This design comes from an exercise in tuning for a short achievable clock period and few clock cycles on the open sky130 flow, not from production work. RTL that was checked went through simulation tests only; none was proved equivalent to the original. No functional check of the RTL was part of run 3. No activity file was given, so power comes from the tool's default toggle rates.

`design/flow/flow/run.sh`:
```
#!/bin/bash
# The standard layout, with the timing repair aiming further below the clock period
set -euo pipefail
bash standard.sh SETUP_SLACK_MARGIN=7 finish > flow.log 2>&1
```
`design/flow/constraint.sdc`:
```
create_clock -name core_clock -period 10.0 [get_ports {clock}]
set_input_delay 2.0000 -clock core_clock [delete_from_list [all_inputs] [get_ports {clock}]]
set_output_delay 2.0000 -clock core_clock [all_outputs]
set_load 0.01 [all_outputs]
```
`design/flow/config.mk`:
```
export PLATFORM = sky130hd
export DESIGN_NAME = sigma_cpu
export DESIGN_NICKNAME = sigma_cpu
export VERILOG_FILES = /design/flow/design.v
export SDC_FILE = /design/flow/constraint.sdc
export NUM_CORES = 4
export LEC_CHECK = 0
export CAP_MARGIN = 20
export CORE_MARGIN = 2
export CORE_UTILIZATION = 40
export PLACE_DENSITY = 0.6
export SETUP_SLACK_MARGIN = 5
export SLEW_MARGIN = 20
export TNS_END_PERCENT = 100
```
`design/flow/design.v`:
```
module sigma_register_file
(
    input  logic        clock,
    input  logic        reset,
    input  logic [0:3]  read_index_a,
    input  logic [0:3]  read_index_b,
    input  logic [0:3]  read_index_c,
    output logic [0:31] read_data_a,
    output logic [0:31] read_data_b,
    output logic [0:31] read_data_c,
    input  logic        write_strobe,
    input  logic [0:3]  write_index,
    input  logic [0:31] write_data,
    input  logic        divide_write_remainder,
    input  logic        divide_write_quotient,
    input  logic [0:3]  divide_index,
    input  logic [0:31] divide_remainder,
    input  logic [0:31] divide_quotient
);
    localparam int register_count = 16;
    logic [0:31] registers [register_count];
    always_ff @(posedge clock or posedge reset) begin
        if (reset) begin
            for (int i = 0; i < register_count; i++) begin
                registers[i] <= '0;
            end
        end else begin
            for (int i = 0; i < register_count; i++) begin
                if (write_strobe && (4'(i) == write_index)) begin
                    registers[i] <= write_data;
                end else if (divide_write_quotient && (4'(i) == (divide_index | 4'b0001))) begin
                    registers[i] <= divide_quotient;
                end else if (divide_write_remainder && (4'(i) == divide_index)) begin
                    registers[i] <= divide_remainder;
                end
            end
        end
    end
    assign read_data_a = registers[read_index_a];
    assign read_data_b = registers[read_index_b];
    assign read_data_c = registers[read_index_c];
endmodule
module sigma_divider
(
    input  logic        clock,
    input  logic        reset,
    input  logic        load,
    input  logic [0:31] dividend_high,
    input  logic [0:31] dividend_low,
    input  logic [0:3]  target,
    input  logic        start,
    input  logic [0:31] divisor,
    input  logic        cancel_remainder,
    input  logic        cancel_quotient,
    output logic        busy,
    output logic [0:3]  busy_register,
    output logic        pending_remainder,
    output logic        pending_quotient,
    output logic        write_remainder,
    output logic        write_quotient,
    output logic [0:31] quotient,
    output logic [0:31] remainder
);
    localparam logic [1:0] idle     = 2'd0;
    localparam logic [1:0] step     = 2'd1;
    localparam logic [1:0] finish   = 2'd2;
    localparam logic [1:0] multiply = 2'd3;
    logic [1:0]  phase;
    logic [2:0]  step_count;
    logic [31:0] partial;
    logic [31:0] low;
    logic [31:0] d;
    logic [31:0] dv;
    logic [35:0] m [16];
    logic [35:0] m3, m5, m7, m9, m11, m13, m15;
    logic [35:0] t;
    logic [36:0] diff [16];
    logic [16:0] ok;
    logic [15:0] pick;
    logic [31:0] next_partial;
    logic [3:0]  digit;
    assign busy = (phase != idle);
    assign write_remainder = (phase == finish) && pending_remainder;
    assign write_quotient = (phase == finish) && pending_quotient;
    assign quotient = low;
    assign remainder = partial;
    assign dv = divisor;
    always_ff @(posedge clock or posedge reset) begin
        if (reset) begin
            phase <= idle;
            step_count <= '0;
            pending_remainder <= 1'b0;
            pending_quotient <= 1'b0;
        end else begin
            if (cancel_remainder) pending_remainder <= 1'b0;
            if (cancel_quotient) pending_quotient <= 1'b0;
            case (phase)
                idle: begin
                    if (start) begin
                        phase <= multiply;
                        pending_remainder <= !busy_register[3];
                        pending_quotient <= 1'b1;
                    end
                    step_count <= '0;
                end
                multiply: phase <= step;
                step: begin
                    step_count <= step_count + 3'd1;
                    if (step_count == 3'd7) phase <= finish;
                end
                default: begin
                    phase <= idle;
                    pending_remainder <= 1'b0;
                    pending_quotient <= 1'b0;
                end
            endcase
        end
    end
    always_comb begin
        m[0] = '0;
        m[1] = {4'd0, d};
        m[2] = {3'd0, d, 1'b0};
        m[3] = m3;
        m[4] = {2'd0, d, 2'b0};
        m[5] = m5;
        m[6] = {m3[34:0], 1'b0};
        m[7] = m7;
        m[8] = {1'd0, d, 3'b0};
        m[9] = m9;
        m[10] = {m5[34:0], 1'b0};
        m[11] = m11;
        m[12] = {m3[33:0], 2'b0};
        m[13] = m13;
        m[14] = {m7[34:0], 1'b0};
        m[15] = m15;
    end
    always_comb begin
        t = {partial, low[31:28]};
        ok[0] = 1'b1;
        ok[16] = 1'b0;
        diff[0] = {1'b0, t};
        for (int k = 1; k < 16; k++) begin
            diff[k] = {1'b0, t} - {1'b0, m[k]};
            ok[k] = ~diff[k][36];
        end
        for (int k = 0; k < 16; k++) begin
            pick[k] = ok[k] & ~ok[k + 1];
        end
        next_partial = '0;
        digit = '0;
        for (int k = 0; k < 16; k++) begin
            next_partial = next_partial | ({32{pick[k]}} & diff[k][31:0]);
            digit = digit | ({4{pick[k]}} & 4'(k));
        end
    end
    always_ff @(posedge clock) begin
        if (load) begin
            partial <= dividend_high;
            low <= dividend_low;
            busy_register <= target;
        end else if (phase == step) begin
            partial <= next_partial;
            low <= {low[27:0], digit};
        end
        if (start && phase == idle) begin
            d <= dv;
        end
        if (phase == multiply) begin
            m3 <= {4'd0, d} + {3'd0, d, 1'b0};
            m5 <= {4'd0, d} + {2'd0, d, 2'b0};
            m7 <= {1'd0, d, 3'b0} - {4'd0, d};
            m9 <= {1'd0, d, 3'b0} + {4'd0, d};
            m11 <= {1'd0, d, 3'b0} + {3'd0, d, 1'b0} + {4'd0, d};
            m13 <= {1'd0, d, 3'b0} + {2'd0, d, 2'b0} + {4'd0, d};
            m15 <= {d, 4'b0} - {4'd0, d};
        end
    end
endmodule
module sigma_sequencer
#(
    parameter logic [15:31] start_address = '0
) (
    input  logic         clock,
    input  logic         reset,
    input  logic [0:31]  memory_data,
    output logic [15:31] memory_address,
    output logic [0:31]  memory_write_data,
    output logic [0:3]   memory_byte_enables,
    output logic         halted,
    output logic [0:3]   read_index_a,
    output logic [0:3]   read_index_b,
    output logic [0:3]   read_index_c,
    input  logic [0:31]  read_data_a,
    input  logic [0:31]  read_data_b,
    input  logic [0:31]  read_data_c,
    output logic         write_strobe,
    output logic [0:3]   write_index,
    output logic [0:31]  write_data,
    output logic         divide_load,
    output logic [0:31]  divide_high,
    output logic [0:3]   divide_target,
    output logic         divide_start,
    input  logic         divide_busy,
    input  logic [0:3]   divide_register,
    input  logic         divide_pending_remainder,
    input  logic         divide_pending_quotient,
    output logic         divide_cancel_remainder,
    output logic         divide_cancel_quotient,
    input  logic         divide_write_remainder,
    input  logic         divide_write_quotient,
    input  logic [0:31]  divide_quotient,
    input  logic [0:31]  divide_remainder
);
    localparam logic [1:7] ai      = 7'h20;
    localparam logic [1:7] li      = 7'h22;
    localparam logic [1:7] lw      = 7'h32;
    localparam logic [1:7] stw     = 7'h35;
    localparam logic [1:7] dw      = 7'h36;
    localparam logic [1:7] bal     = 7'h6A;
    localparam logic [1:7] lb      = 7'h72;
    localparam logic [1:7] stb     = 7'h75;
    localparam logic [1:0] run          = 2'd0;   
    localparam logic [1:0] pointer_read = 2'd1;   
    localparam logic [1:0] data_access  = 2'd2;   
    localparam logic [1:0] phase_halted = 2'd3;
    logic [1:0]   phase, phase_n;
    logic [15:31] address, address_n;
    logic [0:31]  instruction;
    logic         instruction_valid, instruction_valid_n;
    logic [15:31] next_address;
    logic [15:31] resume_address, resume_address_n;
    logic [0:31]  store_data, store_data_n;
    logic [0:3]   store_enables, store_enables_n;
    logic         halted_q, halted_n;
    logic         fetching;
    logic         fetched_jump;
    logic [15:31] follow_address;
    logic [0:31]  operand, operand_n, operand_fetch, operand_hold;
    logic [15:31] offset, offset_n, offset_fetch, offset_hold;
    logic [0:1]   lane, lane_n, lane_fetch, lane_hold;
    logic         op_load_word, op_load_byte, op_store_word, op_store_byte, op_divide, op_branch;
    logic         op_indexed;
    logic [0:3]   op_register;
    logic [0:1]   op_lane;
    logic [15:31] op_offset;
    logic         save_op;
    logic [1:7]   opcode;
    logic [0:3]   r;
    logic [0:2]   x;
    logic         is_li, is_ai, is_lw, is_lb, is_stw, is_stb, is_bal, is_dw, is_halt;
    logic         byte_op, indexed, stall, conflict, direct_jump;
    logic         hit_remainder, hit_quotient, reads_r, issue, writes_now;
    logic [15:31] effective_address;
    logic [0:31]  immediate;
    logic [0:31]  sum;
    logic [0:31]  early_data;
    logic [0:7]   loaded_byte;
    logic [0:31]  load_data;
    logic [15:31] pointer_address;
    logic [0:3]   fetched_r;
    logic [0:3]   fetched_x;
    logic         fetched_byte_op;
    assign opcode = instruction[1:7];
    assign r = instruction[8:11];
    assign x = instruction[12:14];
    assign is_li = (opcode == li);
    assign is_ai = (opcode == ai);
    assign is_lw = (opcode == lw);
    assign is_lb = (opcode == lb);
    assign is_stw = (opcode == stw);
    assign is_stb = (opcode == stb);
    assign is_bal = (opcode == bal);
    assign is_dw = (opcode == dw);
    assign is_halt = !(is_li || is_ai || is_lw || is_lb || is_stw || is_stb || is_bal || is_dw);
    assign byte_op = is_lb || is_stb;
    assign indexed = (x != 3'd0);
    assign direct_jump = is_bal && !instruction[0] && !indexed;
    assign fetched_r = memory_data[8:11];
    assign fetched_x = {1'b0, memory_data[12:14]};
    assign fetched_byte_op = (memory_data[1:7] == lb) || (memory_data[1:7] == stb);
    assign read_index_a = fetched_r;
    assign read_index_b = fetched_x;
    assign read_index_c = r | 4'b0001;
    assign effective_address = instruction[15:31] + offset;
    assign immediate = {{12{instruction[12]}}, instruction[12:31]};
    assign sum = operand + immediate;
    assign divide_high = operand;
    assign divide_target = r;
    assign hit_remainder = divide_pending_remainder && (r == divide_register);
    assign hit_quotient = divide_pending_quotient && (r == (divide_register | 4'b0001));
    assign reads_r = is_ai || is_stw || is_stb;
    assign conflict = (reads_r && (hit_remainder || hit_quotient)) ||
                      (indexed && divide_pending_remainder && ({1'b0, x} == divide_register)) ||
                      (indexed && divide_pending_quotient &&
                       ({1'b0, x} == (divide_register | 4'b0001)));
    assign stall = divide_busy && (conflict || is_dw || is_halt);
    assign issue = (phase == run) && instruction_valid && !stall;
    assign divide_cancel_remainder = issue && hit_remainder;
    assign divide_cancel_quotient = issue && hit_quotient;
    always_comb begin
        case (op_lane)
            2'd0: loaded_byte = memory_data[0:7];
            2'd1: loaded_byte = memory_data[8:15];
            2'd2: loaded_byte = memory_data[16:23];
            default: loaded_byte = memory_data[24:31];
        endcase
    end
    assign load_data = op_load_byte ? {24'd0, loaded_byte} : memory_data;
    assign pointer_address = memory_data[15:31];
    assign fetched_jump = (memory_data[0:7] == {1'b0, bal}) && (memory_data[12:14] == 3'd0);
    assign follow_address = fetched_jump ? memory_data[15:31] : address + 17'd1;
    assign memory_address = address;
    assign memory_write_data = store_data;
    assign memory_byte_enables = store_enables;
    assign halted = halted_q;
    assign fetching = (phase == run) && (!instruction_valid || !stall);
    assign writes_now = instruction_valid && (is_li || is_ai || is_bal);
    assign early_data = is_li ? immediate : is_ai ? sum : {15'd0, next_address};
    always_comb begin
        phase_n = phase;
        address_n = address;
        instruction_valid_n = instruction_valid;
        resume_address_n = resume_address;
        store_data_n = store_data;
        store_enables_n = '0;
        halted_n = halted_q;
        save_op = 1'b0;
        write_strobe = 1'b0;
        write_index = r;
        write_data = early_data;
        divide_load = 1'b0;
        divide_start = 1'b0;
        case (phase)
            run: begin
                if (!instruction_valid) begin
                    instruction_valid_n = 1'b1;
                    address_n = follow_address;
                end else if (!stall) begin
                    if (is_li || is_ai || direct_jump) begin
                        write_strobe = 1'b1;
                        address_n = follow_address;
                    end else if (is_halt) begin
                        phase_n = phase_halted;
                        halted_n = 1'b1;
                    end else begin
                        save_op = 1'b1;
                        store_data_n = is_stb ? {4{operand[24:31]}} : operand;
                        divide_load = is_dw;
                        resume_address_n = follow_address;
                        if (is_bal) begin
                            write_strobe = 1'b1;
                            instruction_valid_n = 1'b0;
                        end
                        if (instruction[0]) begin
                            address_n = instruction[15:31];
                            phase_n = pointer_read;
                        end else begin
                            address_n = effective_address;
                            if (!is_bal) begin
                                phase_n = data_access;
                                store_enables_n = is_stw ? 4'b1111 :
                                                  is_stb ? (4'b1000 >> lane) : 4'b0000;
                            end
                        end
                    end
                end
            end
            pointer_read: begin
                address_n = op_indexed ? pointer_address + op_offset : pointer_address;
                if (op_branch) begin
                    phase_n = run;
                end else begin
                    phase_n = data_access;
                    store_enables_n = op_store_word ? 4'b1111 :
                                      op_store_byte ? (4'b1000 >> op_lane) : 4'b0000;
                end
            end
            data_access: begin
                write_strobe = op_load_word || op_load_byte;
                write_index = op_register;
                write_data = load_data;
                divide_start = op_divide;
                address_n = resume_address;
                phase_n = run;
            end
            default: begin
                phase_n = phase_halted;
                halted_n = 1'b1;
            end
        endcase
    end
    always_comb begin
        if (writes_now && (fetched_r == r)) begin
            operand_fetch = early_data;
        end else if (divide_write_quotient && (fetched_r == (divide_register | 4'b0001))) begin
            operand_fetch = divide_quotient;
        end else if (divide_write_remainder && (fetched_r == divide_register)) begin
            operand_fetch = divide_remainder;
        end else begin
            operand_fetch = read_data_a;
        end
    end
    always_comb begin
        logic [0:31] xv;
        if (writes_now && (fetched_x == r)) begin
            xv = early_data;
        end else if (divide_write_quotient && (fetched_x == (divide_register | 4'b0001))) begin
            xv = divide_quotient;
        end else if (divide_write_remainder && (fetched_x == divide_register)) begin
            xv = divide_remainder;
        end else begin
            xv = read_data_b;
        end
        offset_fetch = '0;
        lane_fetch = '0;
        if (fetched_x != 4'd0) begin
            if (fetched_byte_op) begin
                offset_fetch = xv[13:29];
                lane_fetch = xv[30:31];
            end else begin
                offset_fetch = xv[15:31];
            end
        end
    end
    always_comb begin
        logic        load_now;
        logic [0:31] xv;
        logic        x_hit;
        load_now = (phase == data_access) && (op_load_word || op_load_byte);
        if (load_now && (r == op_register)) begin
            operand_hold = load_data;
        end else if (divide_write_quotient && (r == (divide_register | 4'b0001))) begin
            operand_hold = divide_quotient;
        end else if (divide_write_remainder && (r == divide_register)) begin
            operand_hold = divide_remainder;
        end else begin
            operand_hold = operand;
        end
        x_hit = 1'b1;
        if (load_now && ({1'b0, x} == op_register)) begin
            xv = load_data;
        end else if (divide_write_quotient && ({1'b0, x} == (divide_register | 4'b0001))) begin
            xv = divide_quotient;
        end else if (divide_write_remainder && ({1'b0, x} == divide_register)) begin
            xv = divide_remainder;
        end else begin
            xv = '0;
            x_hit = 1'b0;
        end
        offset_hold = offset;
        lane_hold = lane;
        if (x_hit && indexed) begin
            if (byte_op) begin
                offset_hold = xv[13:29];
                lane_hold = xv[30:31];
            end else begin
                offset_hold = xv[15:31];
                lane_hold = '0;
            end
        end
    end
    assign operand_n = fetching ? operand_fetch : operand_hold;
    assign offset_n = fetching ? offset_fetch : offset_hold;
    assign lane_n = fetching ? lane_fetch : lane_hold;
    always_ff @(posedge clock or posedge reset) begin
        if (reset) begin
            phase <= run;
            address <= start_address;
            instruction_valid <= 1'b0;
            store_enables <= '0;
            halted_q <= 1'b0;
        end else begin
            phase <= phase_n;
            address <= address_n;
            instruction_valid <= instruction_valid_n;
            store_enables <= store_enables_n;
            halted_q <= halted_n;
        end
    end
    always_ff @(posedge clock) begin
        if (fetching) begin
            instruction <= memory_data;
            next_address <= address + 17'd1;
        end
        operand <= operand_n;
        offset <= offset_n;
        lane <= lane_n;
        resume_address <= resume_address_n;
        store_data <= store_data_n;
        if (save_op) begin
            op_load_word <= is_lw;
            op_load_byte <= is_lb;
            op_store_word <= is_stw;
            op_store_byte <= is_stb;
            op_divide <= is_dw;
            op_branch <= is_bal;
            op_indexed <= indexed;
            op_register <= r;
            op_lane <= lane;
            op_offset <= offset;
        end
    end
endmodule
module sigma_cpu
#(
    parameter logic [15:31] start_address = '0
) (
    input  logic         clock,
    input  logic         reset,
    input  logic [0:31]  memory_data,
    output logic [15:31] memory_address,
    output logic [0:31]  memory_write_data,
    output logic [0:3]   memory_byte_enables,
    output logic         halted
);
    logic [0:3]  read_index_a;
    logic [0:3]  read_index_b;
    logic [0:3]  read_index_c;
    logic [0:31] read_data_a;
    logic [0:31] read_data_b;
    logic [0:31] read_data_c;
    logic        write_strobe;
    logic [0:3]  write_index;
    logic [0:31] write_data;
    logic        divide_load;
    logic [0:31] divide_high;
    logic [0:3]  divide_target;
    logic        divide_start;
    logic        divide_busy;
    logic [0:3]  divide_register;
    logic        divide_pending_remainder;
    logic        divide_pending_quotient;
    logic        divide_cancel_remainder;
    logic        divide_cancel_quotient;
    logic        divide_write_remainder;
    logic        divide_write_quotient;
    logic [0:31] quotient;
    logic [0:31] remainder;
    sigma_sequencer #(
        .start_address(start_address)
    ) sequencer (
        .clock(clock),
        .reset(reset),
        .memory_data(memory_data),
        .memory_address(memory_address),
        .memory_write_data(memory_write_data),
        .memory_byte_enables(memory_byte_enables),
        .halted(halted),
        .read_index_a(read_index_a),
        .read_index_b(read_index_b),
        .read_index_c(read_index_c),
        .read_data_a(read_data_a),
        .read_data_b(read_data_b),
        .read_data_c(read_data_c),
        .write_strobe(write_strobe),
        .write_index(write_index),
        .write_data(write_data),
        .divide_load(divide_load),
        .divide_high(divide_high),
        .divide_target(divide_target),
        .divide_start(divide_start),
        .divide_busy(divide_busy),
        .divide_register(divide_register),
        .divide_pending_remainder(divide_pending_remainder),
        .divide_pending_quotient(divide_pending_quotient),
        .divide_cancel_remainder(divide_cancel_remainder),
        .divide_cancel_quotient(divide_cancel_quotient),
        .divide_write_remainder(divide_write_remainder),
        .divide_write_quotient(divide_write_quotient),
        .divide_quotient(quotient),
        .divide_remainder(remainder)
    );
    sigma_register_file register_file (
        .clock(clock),
        .reset(reset),
        .read_index_a(read_index_a),
        .read_index_b(read_index_b),
        .read_index_c(read_index_c),
        .read_data_a(read_data_a),
        .read_data_b(read_data_b),
        .read_data_c(read_data_c),
        .write_strobe(write_strobe),
        .write_index(write_index),
        .write_data(write_data),
        .divide_write_remainder(divide_write_remainder),
        .divide_write_quotient(divide_write_quotient),
        .divide_index(divide_register),
        .divide_remainder(remainder),
        .divide_quotient(quotient)
    );
    sigma_divider divider (
        .clock(clock),
        .reset(reset),
        .load(divide_load),
        .dividend_high(divide_high),
        .dividend_low(read_data_c),
        .target(divide_target),
        .start(divide_start),
        .divisor(memory_data),
        .busy(divide_busy),
        .cancel_remainder(divide_cancel_remainder),
        .cancel_quotient(divide_cancel_quotient),
        .busy_register(divide_register),
        .pending_remainder(divide_pending_remainder),
        .pending_quotient(divide_pending_quotient),
        .write_remainder(divide_write_remainder),
        .write_quotient(divide_write_quotient),
        .quotient(quotient),
        .remainder(remainder)
    );
endmodule
```
`design/flow/standard.sh`:
```
#!/bin/bash
# synth_recipe.tcl (not shown) runs the flow's synth.tcl, then flattens the netlist and writes it again
# the make line also repeats each setting of config.mk as NAME=value (left out here)
make -C /OpenROAD-flow-scripts/flow DESIGN_CONFIG=/design/flow/config.mk WORK_HOME=/design/flow/orfs CLKGATE_MAP_FILE= SYNTH_SCRIPT=/design/flow/synth_recipe.tcl "${@:-finish}"
```
==> results of run 1 <==
==> routing by layer <==
metal | global-route usage [%] | overflow
met4 | 55.1 | 3
met1 | 58.1 | 0
met5 | 31.7 | 4
met3 | 46.8 | 0
met2 | 71.9 | 0
==> what timing repair did <==
| item | in CTS |
|---|---|
| pin swaps | 724 |
| cloned | 188 |
| setup buffers | 817 |
| hold endpoints to repair | 0 |
| endpoints found under the setup margin | 1560 |
| resized for setup | 2904 |
==> power groups by stage <==
stage	clock, uW	combinational [uW]	sequential, uW
after CTS	5160	26300	7880
after detailed placement	0	21800	8080
after global placement	0	21700	8070
after floorplan	0	14400	7480
==> worst max-delay path by stage <==
stage	from	to	slack [ps]	depth (start not counted)
2_1_floorplan	reset	divider.pending_quotient	600	1
3_3_place_gp	divider.partial[5]	divider.partial[27]	3210	13
3_5_place_dp	memory_data[10]	sequencer.operand[8]	3760	11
4_1_cts	divider.d[1]	divider.partial[6]	5380	18
==> logic make-up after synthesis <==
logic type	Yosys count
AO/OA/AOI/OAI	3959
XOR/XNOR	650
adder cells (fa/ha/maj)	865
buffers and inverters	1148
flip-flops	1058
multiplexers	648
AND/OR/NAND/NOR	2836
==> Yosys cell counts, types with 76 or more instances <==
cell / n / area, um^2
o21ai_0: 940 / 4700
inv_1: 481 / 1810
dfrtp_1: 544 / 13600
o22ai_1: 93 / 582
nor3_1: 147 / 736
nor2_1: 764 / 2870
o21a_1: 133 / 998
a221oi_1: 143 / 1250
xnor2_1: 436 / 3820
o21bai_1: 93 / 698
nand2b_1: 146 / 913
nand3_1: 182 / 911
a211oi_1: 104 / 781
mux2i_1: 494 / 4940
nand4_1: 128 / 801
ha_1: 789 / 9870
fa_1: 76 / 1520
a22o_1: 119 / 1040
clkbuf_1: 589 / 2210
a21o_1: 264 / 1980
a21oi_1: 877 / 4390
mux2_2: 135 / 1520
a31oi_1: 110 / 688
nor2b_1: 112 / 701
o211ai_1: 367 / 2760
nand2_1: 1035 / 3880
xor2_1: 214 / 1870
edfxtp_1: 514 / 15400
a22oi_1: 268 / 2010
==> per-stage QoR <==
| step | util (%) | power (uW) | setup WS [ps] | std cells |
|---|---|---|---|---|
| 2_1_floorplan | - | 21900 | 600 | 11200 |
| 3_3_place_gp | 42.3 | 29700 | 3210 | 14100 |
| 3_5_place_dp | 42.3 | 29900 | 3760 | 14100 |
| 4_1_cts | 53.2 | 39300 | 5380 | 15300 |
==> reports/results.tsv, run 1 <==
metric	value	unit
largest net degree at the start of global routing	75	
Mapped Cells	11200	
synthesized area	0.0962	mm^2
Clock Sinks	1058	
GRT overflow	7	
Site Rows	180	
number of I/O port buffers	87	
largest family of logic cells by synthesized area	compound AO/OA/AOI/OAI gates	
xor/xnor share of the synthesized area	5.92	%
die height	494	um
First Error	[ERROR GRT-0232] Routing congestion too high. Check the congestion heatmap in the GUI.	
number of enable flip-flop cells after synthesis	514	
last stage reached	global routing	
Post-Synth Adder-Cell Area	11.8	%
Synth Flop Type	dfrtp_1	
sequential share of the synthesized area	30.2	%
Synth cell types	98	
gr usage total	58.4	%
htree depth	4	
average size of a mapped cell	8.62	um^2
synth warn	6	
clk buf depth	3	
mux share of post-synthesis cell area	7.17	%
placed cell area	0.101	mm^2
Post-Synth Simple-Gate Area	13.5	%
Starting Density	40.1	%
run status	did not finish	
die extent in x	494	um
post-synthesis compound-gate area fraction	26.9	%
hpwl dp	345	mm
Async SR Flop Fraction	51.4	%
Yosys reg bits	1058	
Clock Tree Root	clkbuf_16	
RD Place Congestion	1.06	
Ports	88	
number of CTS-inserted buffers	134	
CTS Hold Bufs	0	
Testbench counts, summed over its fixed seeds: cycles 11,938.
==> run 2, diff against run 1 <==
==> design/flow/run.sh (new file) <==
#!/bin/bash
# synth_recipe.tcl (not shown) runs the flow's synth.tcl, then flattens the netlist and writes it again
# the make line also repeats each setting of config.mk as NAME=value (left out here)
make -C /OpenROAD-flow-scripts/flow DESIGN_CONFIG=/design/flow/config.mk WORK_HOME=/design/flow/orfs CLKGATE_MAP_FILE= SYNTH_SCRIPT=/design/flow/synth_recipe.tcl finish
removed: design/flow/flow/run.sh
removed: design/flow/standard.sh
==> run 2 against run 1 <==
Compared with the run above:
- now clean on timing, DRC and antenna
- synthesized cell count unchanged
- area after synthesis unchanged
==> reports/results.tsv, run 2 <==
metric	value	unit	change
run status	complete, no violations		
Final Max Tran Viols	0		
Period minus WS final	5160	ps	
TritonCTS clock tree	yes		
core box area	0.240	mm^2	
largest net degree at the start of global routing	155		
initial antenna violation count	44		
drt total wl	513	mm	
area grow syn2layout	12.9	%	
worst slew pin tran	1330	ps	
largest cells by area after synthesis	edfxtp_1, dfrtp_1, ha_1, mux2i_1, o21ai_0		
DRC Markers	0		
synth warn	6		unchanged
critical path capture point type	flop		
Largest regs	register_file.registers: 512 flops, divider.m11: 36 flops, divider.m13: 35 flops		
final core utilization	45.3	%	
Synth cell types	98		unchanged
Final TNS setup	0	ps	
CTS Hold Bufs	0		unchanged
share of cells above drive strength 1	10.1	%	
synthesized area	0.0962	mm^2	unchanged
Clock Tree Root	clkbuf_16		
Final Hold Fails	0		
sequential share of the synthesized area	30.2	%	unchanged
gr usage total	40.4	%	
Max FO, Critical Path	28		
Async SR Flop Fraction	51.4	%	unchanged
initial drt markers	14900		
static leakage	0.0424	uW	
Peak VDD IR	0.191	mV	
die height	494	um	unchanged
clk buf depth	3		unchanged
die extent in x	494	um	unchanged
Die ar.	0.244	mm^2	
Rel. slew slack	10.3	%	
Yosys reg bits	1058		unchanged
clock transition at the registers of the reported paths	70	ps	
hpwl dp	355	mm	+2.9%
worst-skew pair later-pin latency	860	ps	
worst hold path type	flop to flop		
most common cell after layout, fill and taps aside	nand2_1		
Synth top area share	16.0	%	unchanged
final-stage net count	12100		
CP arrival	5740	ps	
area leader, netlist	edfxtp_1		
fillcell total	23200		
CP required	10590	ps	
max reg flops	512		
vias per cell	6.88		
most common cell in the synthesized netlist	nand2_1		
number of CTS-inserted buffers	137		+2.2%
RSZ-0062 raised after global routing	no		
1st-pass router iterations	9		
first-pass GRT wire length	708	mm	
average size of a mapped cell	8.62	um^2	unchanged
Synth Flop Type	dfrtp_1		
pwr/cell area	347	mW/mm^2	
Top reg by flops	register_file.registers		
number of I/O port buffers	87		unchanged
RD Place Congestion	1.08		+1.4%
Starting Density	40.1	%	unchanged
Max Cap Violations	0		
Ports	88		unchanged
number of enable flip-flop cells after synthesis	514		unchanged
Clock Sinks	1058		unchanged
vias in the first global route	94300		
Setup Skew	66.5	ps	
Setup Crit Path Kind	flop to flop		
Post-DRT Antenna Nets	0		
Mapped Cells	11200		unchanged
Period Utilization, post-route	51.6	%	
Synth top cells by count	nand2_1, o21ai_0, a21oi_1		
via count	99700		
Site Rows	180		unchanged
GRT overflow	0		
commonest cells after routing, fill and taps aside	nand2_1, o21ai_0, a21oi_1		
setup violators final	0		
htree depth	4		unchanged
crit path launch type	flop		
Routed WL per cell	35.4	um	
FMAX	194	MHz	
## run 2: cell counts after synthesis
No cell type changed its count.
## run 2: kinds of logic (layout without fill, tap and decap cells)
| group | Yosys count | after routing | share of synthesized area [%] |
|---|---|---|---|
| fa+ha+maj | 865 | 865 | 11.8 |
| simple gates | 2836 | 2836 | 13.5 |
| flops | 1058 | 1058 | 30.2 |
| mux | 648 | 648 | 7.17 |
| other cells | 0 | 28 | 0 |
| xor+xnor | 650 | 650 | 5.92 |
| buf+inv | 1148 | 1253 | 4.49 |
| compound gates | 3959 | 3959 | 26.9 |
## run 2: routing by layer
metal  vias to the layer above  GRT usage (%)  share of wire [%]
met5                         -          0.157              0.065
met4                        36           32.2                 10
met3                      2350           13.2                 12
met2                      7387           60.7                 42
met1                     48200           47.3                 35
li1                      41800              -                  -
## run 2: path summary, 6_finish.rpt
path	cells past startpoint	startpoint	slack [ps]	end
max in group asynchronous	4	reset	6410	register_file.registers[3][4]
worst min-delay path	1	sequencer.halted_q	470	sequencer.halted_q
worst max register to register	14	divider.partial[24]	4840	divider.partial[17]
worst min register to register	1	sequencer.halted_q	470	sequencer.halted_q
min in group asynchronous	2	reset	1620	register_file.registers[8][7]
worst max-delay path	14	divider.partial[24]	4840	divider.partial[17]
## run 2: power breakdown
| group | internal [uW] | leakage, uW | total, uW | switching (uW) |
|---|---|---|---|---|
| registers | 6440 | 0.0105 | 8130 | 1690 |
| logic | 8440 | 0.0297 | 24300 | 15900 |
| clock network | 2830 | 0.00218 | 5170 | 2340 |
## run 2: per-stage QoR
step | power (uW) | area [um^2] | hold WS [ps] | setup slack, ps | instances
CTS | 36000 | 107000 | 474 | 4840 | 14400
global route | 38900 | 109000 | 477 | 4980 | 14500
finish | 37600 | 109000 | 470 | 4840 | 14500
floorplan | 21800 | 96200 | 431 | 600 | 11200
global placement | 30100 | 101000 | 461 | 2840 | 14100
detailed placement | 30300 | 101000 | 461 | 3720 | 14100
## run 2: what timing repair did
item,4_1_cts,5_1_grt
pin swaps,18,33
setup endpoints to repair,128,249
gates resized for setup,159,142
setup buffers,55,76
gates cloned,0,4
## run 2: layout make-up
class                      count  area [um^2]  area share [%]
multi-input combinational   8958        64400            59.3
sequential                  1058        29000            26.8
antenna                       28         70.1          0.0645
inverter                     488         1940            1.79
timing repair buffer         514         4630            4.26
tap                         3185         3990            3.67
clock buffer                 192         3880            3.57
clock inverter                59          614           0.566
## run 2: critical path, cell delays in order (launching register included)
cell and delay, ps:
edfxtp_1 660, buf_6 560, ha_1 330, nand2_1 110, nor4_2 770, a21oi_1 160
nand2_1 270, a31oi_2 110, and2_1 260, buf_4 270, a221oi_1 380, o21ai_0 210
a221oi_2 300, nand4_1 240, o22a_1 220
==> run 3, diff against run 2 <==
--- a/design/flow/design.v
+++ b/design/flow/design.v
@@ -10,5 +10,8 @@
     output logic [0:31] read_data_c,
-    input  logic        write_strobe,
-    input  logic [0:3]  write_index,
-    input  logic [0:31] write_data,
+    input  logic        early_write,
+    input  logic [0:3]  early_index,
+    input  logic [0:31] early_data,
+    input  logic        load_write,
+    input  logic [0:3]  load_index,
+    input  logic [0:31] load_data,
     input  logic        divide_write_remainder,
@@ -28,4 +31,6 @@
             for (int i = 0; i < register_count; i++) begin
-                if (write_strobe && (4'(i) == write_index)) begin
-                    registers[i] <= write_data;
+                if (early_write && (4'(i) == early_index)) begin
+                    registers[i] <= early_data;
+                end else if (load_write && (4'(i) == load_index)) begin
+                    registers[i] <= load_data;
                 end else if (divide_write_quotient && (4'(i) == (divide_index | 4'b0001))) begin
@@ -136,2 +141,3 @@
     end
+    logic [31:0] dlow [16];
     always_comb begin
@@ -140,6 +146,8 @@
         ok[16] = 1'b0;
-        diff[0] = {1'b0, t};
+        dlow[0] = t[31:0];
+        diff[0] = '0;
         for (int k = 1; k < 16; k++) begin
-            diff[k] = {1'b0, t} - {1'b0, m[k]};
-            ok[k] = ~diff[k][36];
+            ok[k] = (t >= m[k]);
+            dlow[k] = t[31:0] - m[k][31:0];
+            diff[k] = '0;
         end
@@ -151,3 +159,3 @@
         for (int k = 0; k < 16; k++) begin
-            next_partial = next_partial | ({32{pick[k]}} & diff[k][31:0]);
+            next_partial = next_partial | ({32{pick[k]}} & dlow[k]);
             digit = digit | ({4{pick[k]}} & 4'(k));
@@ -166,5 +174,5 @@
             d <= dv;
+            m3 <= {4'd0, dv} + {3'd0, dv, 1'b0};
         end
         if (phase == multiply) begin
-            m3 <= {4'd0, d} + {3'd0, d, 1'b0};
             m5 <= {4'd0, d} + {2'd0, d, 2'b0};
@@ -172,4 +180,4 @@
             m9 <= {1'd0, d, 3'b0} + {4'd0, d};
-            m11 <= {1'd0, d, 3'b0} + {3'd0, d, 1'b0} + {4'd0, d};
-            m13 <= {1'd0, d, 3'b0} + {2'd0, d, 2'b0} + {4'd0, d};
+            m11 <= {1'd0, d, 3'b0} + m3;
+            m13 <= {d, 4'b0} - m3;
             m15 <= {d, 4'b0} - {4'd0, d};
@@ -195,5 +203,8 @@
     input  logic [0:31]  read_data_c,
-    output logic         write_strobe,
-    output logic [0:3]   write_index,
-    output logic [0:31]  write_data,
+    output logic         early_write,
+    output logic [0:3]   early_index,
+    output logic [0:31]  early_data,
+    output logic         load_write,
+    output logic [0:3]   load_index,
+    output logic [0:31]  load_data,
     output logic         divide_load,
@@ -226,6 +237,6 @@
     logic [1:0]   phase, phase_n;
-    logic [15:31] address, address_n;
+    logic [15:31] address, address_n, address_decoded;
+    logic [15:31] pointer_target;
     logic [0:31]  instruction;
     logic         instruction_valid, instruction_valid_n;
-    logic [15:31] next_address;
     logic [15:31] resume_address, resume_address_n;
@@ -237,3 +248,5 @@
     logic [15:31] follow_address;
+    logic [15:31] address_plus_one;
     logic [0:31]  operand, operand_n, operand_fetch, operand_hold;
+    logic [0:31]  immediate, immediate_fetch;
     logic [15:31] offset, offset_n, offset_fetch, offset_hold;
@@ -251,9 +264,6 @@
     logic         byte_op, indexed, stall, conflict, direct_jump;
-    logic         hit_remainder, hit_quotient, reads_r, issue, writes_now;
+    logic         hit_remainder, hit_quotient, reads_r, issue, writes_now, load_now;
     logic [15:31] effective_address;
-    logic [0:31]  immediate;
     logic [0:31]  sum;
-    logic [0:31]  early_data;
     logic [0:7]   loaded_byte;
-    logic [0:31]  load_data;
     logic [15:31] pointer_address;
@@ -261,2 +271,3 @@
     logic [0:3]   fetched_x;
+    logic [1:7]   fetched_opcode;
     logic         fetched_byte_op;
@@ -279,3 +290,4 @@
     assign fetched_x = {1'b0, memory_data[12:14]};
-    assign fetched_byte_op = (memory_data[1:7] == lb) || (memory_data[1:7] == stb);
+    assign fetched_opcode = memory_data[1:7];
+    assign fetched_byte_op = (fetched_opcode == lb) || (fetched_opcode == stb);
     assign read_index_a = fetched_r;
@@ -284,3 +296,2 @@
     assign effective_address = instruction[15:31] + offset;
-    assign immediate = {{12{instruction[12]}}, instruction[12:31]};
     assign sum = operand + immediate;
@@ -309,4 +320,6 @@
     assign pointer_address = memory_data[15:31];
+    assign pointer_target = op_indexed ? pointer_address + op_offset : pointer_address;
+    assign address_plus_one = address + 17'd1;
     assign fetched_jump = (memory_data[0:7] == {1'b0, bal}) && (memory_data[12:14] == 3'd0);
-    assign follow_address = fetched_jump ? memory_data[15:31] : address + 17'd1;
+    assign follow_address = fetched_jump ? memory_data[15:31] : address_plus_one;
     assign memory_address = address;
@@ -317,6 +330,11 @@
     assign writes_now = instruction_valid && (is_li || is_ai || is_bal);
-    assign early_data = is_li ? immediate : is_ai ? sum : {15'd0, next_address};
+    assign early_write = issue && (is_li || is_ai || is_bal);
+    assign early_index = r;
+    assign early_data = sum;
+    assign load_now = (phase == data_access) && (op_load_word || op_load_byte);
+    assign load_write = load_now;
+    assign load_index = op_register;
     always_comb begin
         phase_n = phase;
-        address_n = address;
+        address_decoded = address;
         instruction_valid_n = instruction_valid;
@@ -327,5 +345,2 @@
         save_op = 1'b0;
-        write_strobe = 1'b0;
-        write_index = r;
-        write_data = early_data;
         divide_load = 1'b0;
@@ -336,7 +351,6 @@
                     instruction_valid_n = 1'b1;
-                    address_n = follow_address;
+                    address_decoded = follow_address;
                 end else if (!stall) begin
                     if (is_li || is_ai || direct_jump) begin
-                        write_strobe = 1'b1;
-                        address_n = follow_address;
+                        address_decoded = follow_address;
                     end else if (is_halt) begin
@@ -350,3 +364,2 @@
                         if (is_bal) begin
-                            write_strobe = 1'b1;
                             instruction_valid_n = 1'b0;
@@ -354,6 +367,6 @@
                         if (instruction[0]) begin
-                            address_n = instruction[15:31];
+                            address_decoded = instruction[15:31];
                             phase_n = pointer_read;
                         end else begin
-                            address_n = effective_address;
+                            address_decoded = effective_address;
                             if (!is_bal) begin
@@ -368,3 +381,2 @@
             pointer_read: begin
-                address_n = op_indexed ? pointer_address + op_offset : pointer_address;
                 if (op_branch) begin
@@ -378,7 +390,4 @@
             data_access: begin
-                write_strobe = op_load_word || op_load_byte;
-                write_index = op_register;
-                write_data = load_data;
                 divide_start = op_divide;
-                address_n = resume_address;
+                address_decoded = resume_address;
                 phase_n = run;
@@ -391,5 +400,10 @@
     end
+    assign address_n = (phase == pointer_read) ? pointer_target : address_decoded;
     always_comb begin
-        if (writes_now && (fetched_r == r)) begin
-            operand_fetch = early_data;
+        if (fetched_opcode == li) begin
+            operand_fetch = '0;
+        end else if (fetched_opcode == bal) begin
+            operand_fetch = {15'd0, address_plus_one};
+        end else if (writes_now && (fetched_r == r)) begin
+            operand_fetch = sum;
         end else if (divide_write_quotient && (fetched_r == (divide_register | 4'b0001))) begin
@@ -401,2 +415,4 @@
         end
+        immediate_fetch = (fetched_opcode == bal) ? 32'd0 :
+                          {{12{memory_data[12]}}, memory_data[12:31]};
     end
@@ -405,3 +421,3 @@
         if (writes_now && (fetched_x == r)) begin
-            xv = early_data;
+            xv = sum;
         end else if (divide_write_quotient && (fetched_x == (divide_register | 4'b0001))) begin
@@ -425,7 +441,7 @@
     always_comb begin
-        logic        load_now;
         logic [0:31] xv;
         logic        x_hit;
-        load_now = (phase == data_access) && (op_load_word || op_load_byte);
-        if (load_now && (r == op_register)) begin
+        if (is_li || is_bal) begin
+            operand_hold = operand;
+        end else if (load_now && (r == op_register)) begin
             operand_hold = load_data;
@@ -482,3 +498,3 @@
             instruction <= memory_data;
-            next_address <= address + 17'd1;
+            immediate <= immediate_fetch;
         end
@@ -521,5 +537,8 @@
     logic [0:31] read_data_c;
-    logic        write_strobe;
-    logic [0:3]  write_index;
-    logic [0:31] write_data;
+    logic        early_write;
+    logic [0:3]  early_index;
+    logic [0:31] early_data;
+    logic        load_write;
+    logic [0:3]  load_index;
+    logic [0:31] load_data;
     logic        divide_load;
@@ -554,5 +573,8 @@
         .read_data_c(read_data_c),
-        .write_strobe(write_strobe),
-        .write_index(write_index),
-        .write_data(write_data),
+        .early_write(early_write),
+        .early_index(early_index),
+        .early_data(early_data),
+        .load_write(load_write),
+        .load_index(load_index),
+        .load_data(load_data),
         .divide_load(divide_load),
@@ -581,5 +603,8 @@
         .read_data_c(read_data_c),
-        .write_strobe(write_strobe),
-        .write_index(write_index),
-        .write_data(write_data),
+        .early_write(early_write),
+        .early_index(early_index),
+        .early_data(early_data),
+        .load_write(load_write),
+        .load_index(load_index),
+        .load_data(load_data),
         .divide_write_remainder(divide_write_remainder),
==> design/flow/flow/run.sh (new file) <==
#!/bin/bash
# The standard layout, with the timing repair aiming further below the clock period
set -euo pipefail
bash standard.sh SETUP_SLACK_MARGIN=7 finish > flow.log 2>&1
==> design/flow/standard.sh (new file) <==
#!/bin/bash
# synth_recipe.tcl (not shown) runs the flow's synth.tcl, then flattens the netlist and writes it again
# the make line also repeats each setting of config.mk as NAME=value (left out here)
make -C /OpenROAD-flow-scripts/flow DESIGN_CONFIG=/design/flow/config.mk WORK_HOME=/design/flow/orfs CLKGATE_MAP_FILE= SYNTH_SCRIPT=/design/flow/synth_recipe.tcl "${@:-finish}"
removed: design/flow/run.sh
==> run 3 against run 2 <==
Compared with the run above:
- the flow now stops in global routing
- area after synthesis grew 3.3%
- synthesized cell count grew 8.5%
==> reports/results.tsv, run 3 <==
metric	value	unit	change
htree depth	4		unchanged
die extent in x	502	um	+1.6%
synth warn	7		+1
Starting Density	40.3	%	+0.22 points
RD Place Congestion	1.04		-4.0%
Synth top cells by count	nand2_1, o21ai_0, a21oi_1		
Synth cell types	92		-6.1%
First Error	[ERROR GRT-0232] Routing congestion too high. Check the congestion heatmap in the GUI.		
Ports	88		unchanged
number of enable flip-flop cells after synthesis	522		+1.6%
gr usage total	52.9	%	
GRT overflow	1		
run status	did not finish		
Synth top area share	15.8	%	-0.27 points
Yosys reg bits	1066		+0.76%
sequential share of the synthesized area	29.5	%	-0.72 points
CTS Hold Bufs	0		unchanged
number of I/O port buffers	87		unchanged
last stage reached	global routing		
most common cell in the synthesized netlist	nand2_1		
hpwl dp	395	mm	+11%
# placed instances	15000		+6.5%
Site Rows	182		+1.1%
clk buf depth	3		unchanged
Async SR Flop Fraction	51.0	%	-0.39 points
number of CTS-inserted buffers	142		+3.6%
Mapped Cells	12100		+8.5%
average size of a mapped cell	8.20	um^2	-4.8%
die height	502	um	+1.6%
largest cells by area after synthesis	edfxtp_1, dfrtp_1, ha_1, o211ai_1, o21ai_0		
Synth Flop Type	dfrtp_1		
Clock Sinks	1066		+0.76%
area leader, netlist	edfxtp_1		
Clock Tree Root	clkbuf_16		
synthesized area	0.0994	mm^2	+3.3%
largest net degree at the start of global routing	77		
## run 3: worst min-delay path by stage
stage | slack (ps) | from | cells past startpoint | end
floorplan | 430 | sequencer.offset[16] | 0 | sequencer.op_offset[16]
global placement | 500 | sequencer.halted_q | 1 | sequencer.halted_q
detailed placement | 510 | sequencer.halted_q | 1 | sequencer.halted_q
CTS | 520 | sequencer.halted_q | 1 | sequencer.halted_q
## run 3: power groups by stage
stage	combinational, uW	sequential (uW)	clock [uW]
detailed placement	23600	8280	0
global placement	23600	8260	0
CTS	29300	8080	5440
floorplan	14500	7600	0
## run 3: kinds of logic after synthesis
logic type / after synthesis / share of synthesized area, %
adder cells (fa/ha/maj): 830 / 10.6
flip-flops: 1066 / 29.5
AO/OA/AOI/OAI: 4558 / 30.0
XOR/XNOR: 679 / 5.99
buffers and inverters: 1374 / 5.21
multiplexers: 393 / 4.06
AND/OR/NAND/NOR: 3216 / 14.7
## run 3: metal layers
metal  overflow  GRT usage, %
met4          0          56.3
met5          0          9.12
met2          1          73.3
met3          0          26.7
met1          0          54.8
## run 3: repair_timing
item                       4_1_cts
setup endpoints to repair     1585
pin swaps                      760
cloned                          84
resized for setup             2522
setup buffers                  640
## run 3: per-stage QoR
stage                     cell area [um^2]  util, %  hold slack (ps)  worst slack (ps)
after global placement              105000     42.4              501              2690
after detailed placement            105000     42.5              513              3470
after CTS                           126000     51.1              521              5410
after floorplan                     100000        -              433               600
==> run 4, diff against run 3 <==
--- a/design/flow/design.v
+++ b/design/flow/design.v
@@ -141,2 +141,16 @@
     end
+    logic [15:1] ok_w;
+    logic [31:0] dlow_w [16];
+    for (genvar k = 1; k < 16; k++) begin : compare
+        sigma_divider_compare cmp (.a(t), .b(m[k]), .ge(ok_w[k]));
+        sigma_divider_subtract sub (.a(t[31:0]), .b(m[k][31:0]), .difference(dlow_w[k]));
+    end
+    logic [35:0] m3_w, m5_w, m7_w, m9_w, m11_w, m13_w, m15_w;
+    sigma_adder #(.width(36)) add3 (.a({4'd0, dv}), .b({3'd0, dv, 1'b0}), .sum(m3_w));
+    sigma_adder #(.width(36)) add5 (.a({4'd0, d}), .b({2'd0, d, 2'b0}), .sum(m5_w));
+    sigma_adder #(.width(36)) add9 (.a({1'd0, d, 3'b0}), .b({4'd0, d}), .sum(m9_w));
+    sigma_adder #(.width(36)) add11 (.a({1'd0, d, 3'b0}), .b(m3), .sum(m11_w));
+    sigma_subtractor #(.width(36)) sub7 (.a({1'd0, d, 3'b0}), .b({4'd0, d}), .difference(m7_w));
+    sigma_subtractor #(.width(36)) sub13 (.a({d, 4'b0}), .b(m3), .difference(m13_w));
+    sigma_subtractor #(.width(36)) sub15 (.a({d, 4'b0}), .b({4'd0, d}), .difference(m15_w));
     logic [31:0] dlow [16];
@@ -149,4 +163,4 @@
         for (int k = 1; k < 16; k++) begin
-            ok[k] = (t >= m[k]);
-            dlow[k] = t[31:0] - m[k][31:0];
+            ok[k] = ok_w[k];
+            dlow[k] = dlow_w[k];
             diff[k] = '0;
@@ -174,11 +188,11 @@
             d <= dv;
-            m3 <= {4'd0, dv} + {3'd0, dv, 1'b0};
+            m3 <= m3_w;
         end
         if (phase == multiply) begin
-            m5 <= {4'd0, d} + {2'd0, d, 2'b0};
-            m7 <= {1'd0, d, 3'b0} - {4'd0, d};
-            m9 <= {1'd0, d, 3'b0} + {4'd0, d};
-            m11 <= {1'd0, d, 3'b0} + m3;
-            m13 <= {d, 4'b0} - m3;
-            m15 <= {d, 4'b0} - {4'd0, d};
+            m5 <= m5_w;
+            m7 <= m7_w;
+            m9 <= m9_w;
+            m11 <= m11_w;
+            m13 <= m13_w;
+            m15 <= m15_w;
         end
@@ -186,2 +200,52 @@
 endmodule
+module sigma_divider_compare
+(
+    input  logic [35:0] a,
+    input  logic [35:0] b,
+    output logic        ge
+);
+    logic [3:0] gt, eq;
+    for (genvar g = 0; g < 4; g++) begin : group
+        sigma_compare9 c (.a(a[9*g +: 9]), .b(b[9*g +: 9]), .gt(gt[g]), .eq(eq[g]));
+    end
+    assign ge = gt[3] || (eq[3] && (gt[2] || (eq[2] && (gt[1] || (eq[1] && (gt[0] || eq[0]))))));
+endmodule
+module sigma_compare9
+(
+    input  logic [8:0] a,
+    input  logic [8:0] b,
+    output logic       gt,
+    output logic       eq
+);
+    assign gt = (a > b);
+    assign eq = (a == b);
+endmodule
+module sigma_divider_subtract
+(
+    input  logic [31:0] a,
+    input  logic [31:0] b,
+    output logic [31:0] difference
+);
+    assign difference = a - b;
+endmodule
+module sigma_subtractor
+#(
+    parameter int width = 36
+) (
+    input  logic [width-1:0] a,
+    input  logic [width-1:0] b,
+    output logic [width-1:0] difference
+);
+    assign difference = a - b;
+endmodule
+module sigma_adder
+#(
+    parameter int width = 32
+) (
+    input  logic [width-1:0] a,
+    input  logic [width-1:0] b,
+    output logic [width-1:0] sum
+);
+    assign sum = a + b;
+endmodule
 module sigma_sequencer
@@ -269,2 +333,5 @@
     logic [15:31] pointer_address;
+    logic [0:8]   decoded, decoded_fetch;
+    logic         decoded_byte_op, decoded_indexed, decoded_direct_jump, decoded_writes;
+    logic         decoded_reads_r;
     logic [0:3]   fetched_r;
@@ -276,14 +343,6 @@
     assign x = instruction[12:14];
-    assign is_li = (opcode == li);
-    assign is_ai = (opcode == ai);
-    assign is_lw = (opcode == lw);
-    assign is_lb = (opcode == lb);
-    assign is_stw = (opcode == stw);
-    assign is_stb = (opcode == stb);
-    assign is_bal = (opcode == bal);
-    assign is_dw = (opcode == dw);
-    assign is_halt = !(is_li || is_ai || is_lw || is_lb || is_stw || is_stb || is_bal || is_dw);
-    assign byte_op = is_lb || is_stb;
-    assign indexed = (x != 3'd0);
-    assign direct_jump = is_bal && !instruction[0] && !indexed;
+    assign {is_li, is_ai, is_lw, is_lb, is_stw, is_stb, is_bal, is_dw, is_halt} = decoded;
+    assign byte_op = decoded_byte_op;
+    assign indexed = decoded_indexed;
+    assign direct_jump = decoded_direct_jump;
     assign fetched_r = memory_data[8:11];
@@ -292,2 +351,15 @@
     assign fetched_byte_op = (fetched_opcode == lb) || (fetched_opcode == stb);
+    always_comb begin
+        logic f_li, f_ai, f_lw, f_lb, f_stw, f_stb, f_bal, f_dw;
+        f_li = (fetched_opcode == li);
+        f_ai = (fetched_opcode == ai);
+        f_lw = (fetched_opcode == lw);
+        f_lb = (fetched_opcode == lb);
+        f_stw = (fetched_opcode == stw);
+        f_stb = (fetched_opcode == stb);
+        f_bal = (fetched_opcode == bal);
+        f_dw = (fetched_opcode == dw);
+        decoded_fetch = {f_li, f_ai, f_lw, f_lb, f_stw, f_stb, f_bal, f_dw,
+                         !(f_li || f_ai || f_lw || f_lb || f_stw || f_stb || f_bal || f_dw)};
+    end
     assign read_index_a = fetched_r;
@@ -295,4 +367,4 @@
     assign read_index_c = r | 4'b0001;
-    assign effective_address = instruction[15:31] + offset;
-    assign sum = operand + immediate;
+    sigma_adder #(.width(17)) effective_adder (.a(instruction[15:31]), .b(offset), .sum(effective_address));
+    sigma_adder #(.width(32)) immediate_adder (.a(operand), .b(immediate), .sum(sum));
     assign divide_high = operand;
@@ -301,3 +373,3 @@
     assign hit_quotient = divide_pending_quotient && (r == (divide_register | 4'b0001));
-    assign reads_r = is_ai || is_stw || is_stb;
+    assign reads_r = decoded_reads_r;
     assign conflict = (reads_r && (hit_remainder || hit_quotient)) ||
@@ -320,3 +392,3 @@
     assign pointer_address = memory_data[15:31];
-    assign pointer_target = op_indexed ? pointer_address + op_offset : pointer_address;
+    sigma_adder #(.width(17)) pointer_adder (.a(pointer_address), .b(op_indexed ? op_offset : 17'd0), .sum(pointer_target));
     assign address_plus_one = address + 17'd1;
@@ -329,4 +401,4 @@
     assign fetching = (phase == run) && (!instruction_valid || !stall);
-    assign writes_now = instruction_valid && (is_li || is_ai || is_bal);
-    assign early_write = issue && (is_li || is_ai || is_bal);
+    assign writes_now = instruction_valid && decoded_writes;
+    assign early_write = issue && decoded_writes;
     assign early_index = r;
@@ -402,15 +474,20 @@
     always_comb begin
+        logic        pass_early, pass_quotient, pass_remainder;
+        logic [0:31] passed;
+        pass_early = writes_now && (fetched_r == r);
+        pass_quotient = divide_write_quotient && (fetched_r == (divide_register | 4'b0001));
+        pass_remainder = divide_write_remainder && (fetched_r == divide_register);
         if (fetched_opcode == li) begin
-            operand_fetch = '0;
+            passed = '0;
         end else if (fetched_opcode == bal) begin
-            operand_fetch = {15'd0, address_plus_one};
-        end else if (writes_now && (fetched_r == r)) begin
-            operand_fetch = sum;
-        end else if (divide_write_quotient && (fetched_r == (divide_register | 4'b0001))) begin
-            operand_fetch = divide_quotient;
-        end else if (divide_write_remainder && (fetched_r == divide_register)) begin
-            operand_fetch = divide_remainder;
+            passed = {15'd0, address_plus_one};
+        end else if (pass_early) begin
+            passed = sum;
+        end else if (pass_quotient) begin
+            passed = divide_quotient;
         end else begin
-            operand_fetch = read_data_a;
+            passed = divide_remainder;
         end
+        operand_fetch = ((fetched_opcode == li) || (fetched_opcode == bal) || pass_early ||
+                         pass_quotient || pass_remainder) ? passed : read_data_a;
         immediate_fetch = (fetched_opcode == bal) ? 32'd0 :
@@ -499,2 +576,10 @@
             immediate <= immediate_fetch;
+            decoded <= decoded_fetch;
+            decoded_byte_op <= fetched_byte_op;
+            decoded_indexed <= (memory_data[12:14] != 3'd0);
+            decoded_direct_jump <= fetched_jump;
+            decoded_writes <= (fetched_opcode == li) || (fetched_opcode == ai) ||
+                              (fetched_opcode == bal);
+            decoded_reads_r <= (fetched_opcode == ai) || (fetched_opcode == stw) ||
+                               (fetched_opcode == stb);
         end
--- a/design/flow/config.mk
+++ b/design/flow/config.mk
@@ -13,2 +13,3 @@
 export SLEW_MARGIN = 20
+export SYNTH_HIERARCHICAL = 1
 export TNS_END_PERCENT = 100
==> run 4 against run 3 <==
Compared with the run above:
- the flow again stops in global routing
- area after synthesis rose by 31%
- synthesized cell count rose by 32%
==> reports/results.tsv, run 4 <==
metric	value	unit	change
hpwl dp	537	mm	+36%
synthesized area	0.131	mm^2	+31%
Mapped Cells	16000		+32%
die extent in x	575	um	+15%
Clock Tree Root	clkbuf_16		
htree depth	4		unchanged
Site Rows	209		+15%
synth warn	17		+10
First Error	[ERROR GRT-0232] Routing congestion too high. Check the congestion heatmap in the GUI.		
gr usage total	57.2	%	
last stage reached	global routing		
number of I/O port buffers	87		unchanged
largest net degree at the start of global routing	100		
placed cell area	0.138	mm^2	+31%
average size of a mapped cell	8.18	um^2	-0.28%
run status	did not finish		
GRT overflow	1		
RD Place Congestion	1.13		+9.2%
clk buf depth	4		+1
number of CTS-inserted buffers	146		+2.8%
Ports	88		unchanged
Starting Density	40.3	%	-0.074 points
die height	575	um	+15%
[run 4: timing repair]
action,in CTS
resized for setup,3356
gates cloned,231
buffers inserted,997
pin swaps,806
setup endpoints to repair,1588
hold buffers,0
[run 4: metal layers]
| layer | track usage (%) | overflow |
|---|---|---|
| met1 | 63.9 | 0 |
| met2 | 67.6 | 1 |
| met3 | 44.0 | 0 |
| met4 | 43.9 | 0 |
| met5 | 32.1 | 0 |
[run 4: per-stage QoR]
stage                     total power, uW  util [%]  hold slack [ps]  setup slack, ps  std cells
after floorplan                     27200         -              400             1050      16100
after global placement              40000      42.4              404             4160      19900
after detailed placement            40000      42.4              410             4110      19900
after CTS                           52900      52.6              424             5850      21400
[run 4: power groups by stage]
stage / logic, uW / registers, uW / clock network [uW]
CTS: 38800 / 8560 / 5620
global placement: 31200 / 8860 / 0
floorplan: 19300 / 7940 / 0
detailed placement: 31200 / 8810 / 0
[run 4: how the worst max path moves through the flow]
stage,endpoint,slack (ps),cells after the start
2_1_floorplan,register_file.registers[0][0],1050,1
3_3_place_gp,sequencer.offset[18],4160,8
3_5_place_dp,sequencer.offset[18],4110,8
4_1_cts,divider.partial[24],5850,14
Testbench counts of run 4, summed over its fixed seeds: cycles 11,938.
==> run 5, diff against run 4 <==
--- a/design/flow/config.mk
+++ b/design/flow/config.mk
@@ -9,4 +9,4 @@
 export CORE_MARGIN = 2
-export CORE_UTILIZATION = 40
-export PLACE_DENSITY = 0.6
+export CORE_UTILIZATION = 30
+export PLACE_DENSITY = 0.55
 export SETUP_SLACK_MARGIN = 5
==> run 5 against run 4 <==
Compared with the run above:
- the flow again stops in global routing
- area after synthesis unchanged
- synthesized cell count unchanged
==> reports/results.tsv, run 5 <==
metric	value	unit	change
Clock Tree Root	clkbuf_16		
gr usage total	42.0	%	
RD Place Congestion	1.17		+3.2%
Mapped Cells	16000		unchanged
First Error	[ERROR GRT-0232] Routing congestion too high. Check the congestion heatmap in the GUI.		
average size of a mapped cell	8.18	um^2	unchanged
CTS Hold Bufs	0		unchanged
Site Rows	242		+16%
GRT overflow	2		
Starting Density	30.1	%	-10 points
hpwl dp	545	mm	+1.4%
die height	664	um	+15%
synth warn	17		unchanged
synthesized area	0.131	mm^2	unchanged
Ports	88		unchanged
die extent in x	664	um	+15%
clk buf depth	4		unchanged
number of I/O port buffers	87		unchanged
largest net degree at the start of global routing	118		
worst slack, placed	4280	ps	+170 ps
number of CTS-inserted buffers	150		+2.7%
htree depth	4		unchanged
last stage reached	global routing		
run status	did not finish		
run 5: routing by layer:
metal,overflow,GRT usage (%)
met1,1,46.3
met2,1,52.1
met3,0,29.8
met4,0,33.7
met5,0,18.4
run 5: worst max path at each step:
stage | from | to | slack [ps] | cells past startpoint
floorplan | reset | register_file.registers[0][0] | 1050 | 1
CTS | divider.low[28] | divider.partial[28] | 6000 | 17
detailed placement | memory_data[14] | sequencer.offset[26] | 4280 | 10
global placement | memory_data[14] | sequencer.offset[24] | 4270 | 10
run 5: repair_timing:
item / in CTS
gates resized for setup: 3247
buffers inserted: 1012
setup endpoints to repair: 1583
cloned: 205
pin swaps: 673
hold endpoints to repair: 0
run 5: power by group through the flow:
stage,Combinational (uW),Clock (uW),Sequential [uW]
after floorplan,19300,0,7940
after global placement,30900,0,8960
after detailed placement,31000,0,8900
after CTS,37700,5690,8720
run 5: stage by stage:
step / std cells / instance area [um^2]
2_1_floorplan: 16100 / 132000
3_3_place_gp: 21400 / 139000
3_5_place_dp: 21400 / 139000
4_1_cts: 22800 / 171000

==> afterwards: timing with drivers on the ports <==
How much do the figures lean on ideal ports? The routed layout below was timed once more, with nothing changed but the port constraints. Step 1 sets driving cells, clkbuf_16 on the clock port and buf_2 on the other inputs (assumed; they add their load-dependent delay and slew). Step 2 also shifts input and output timing later by t, the mid clock arrival at the registers, as if the neighbouring blocks saw the same clock. Three values: ideal ports, drivers, drivers and shift; two values: the first two.
run: run 2
t (ns): 0.925
setup WS [ns]: 4.843 / 4.843 / 4.047
hold slack, ns: 0.470 / 0.470 / 0.470
worst setup path after step 2: input to register
clock arrival spread, ns: 0.067 / 0.067
After both steps setup and hold are still met in run 2. The setup slack of run 2 moves by 0.000 ns with the drivers and by -0.796 ns with both steps.
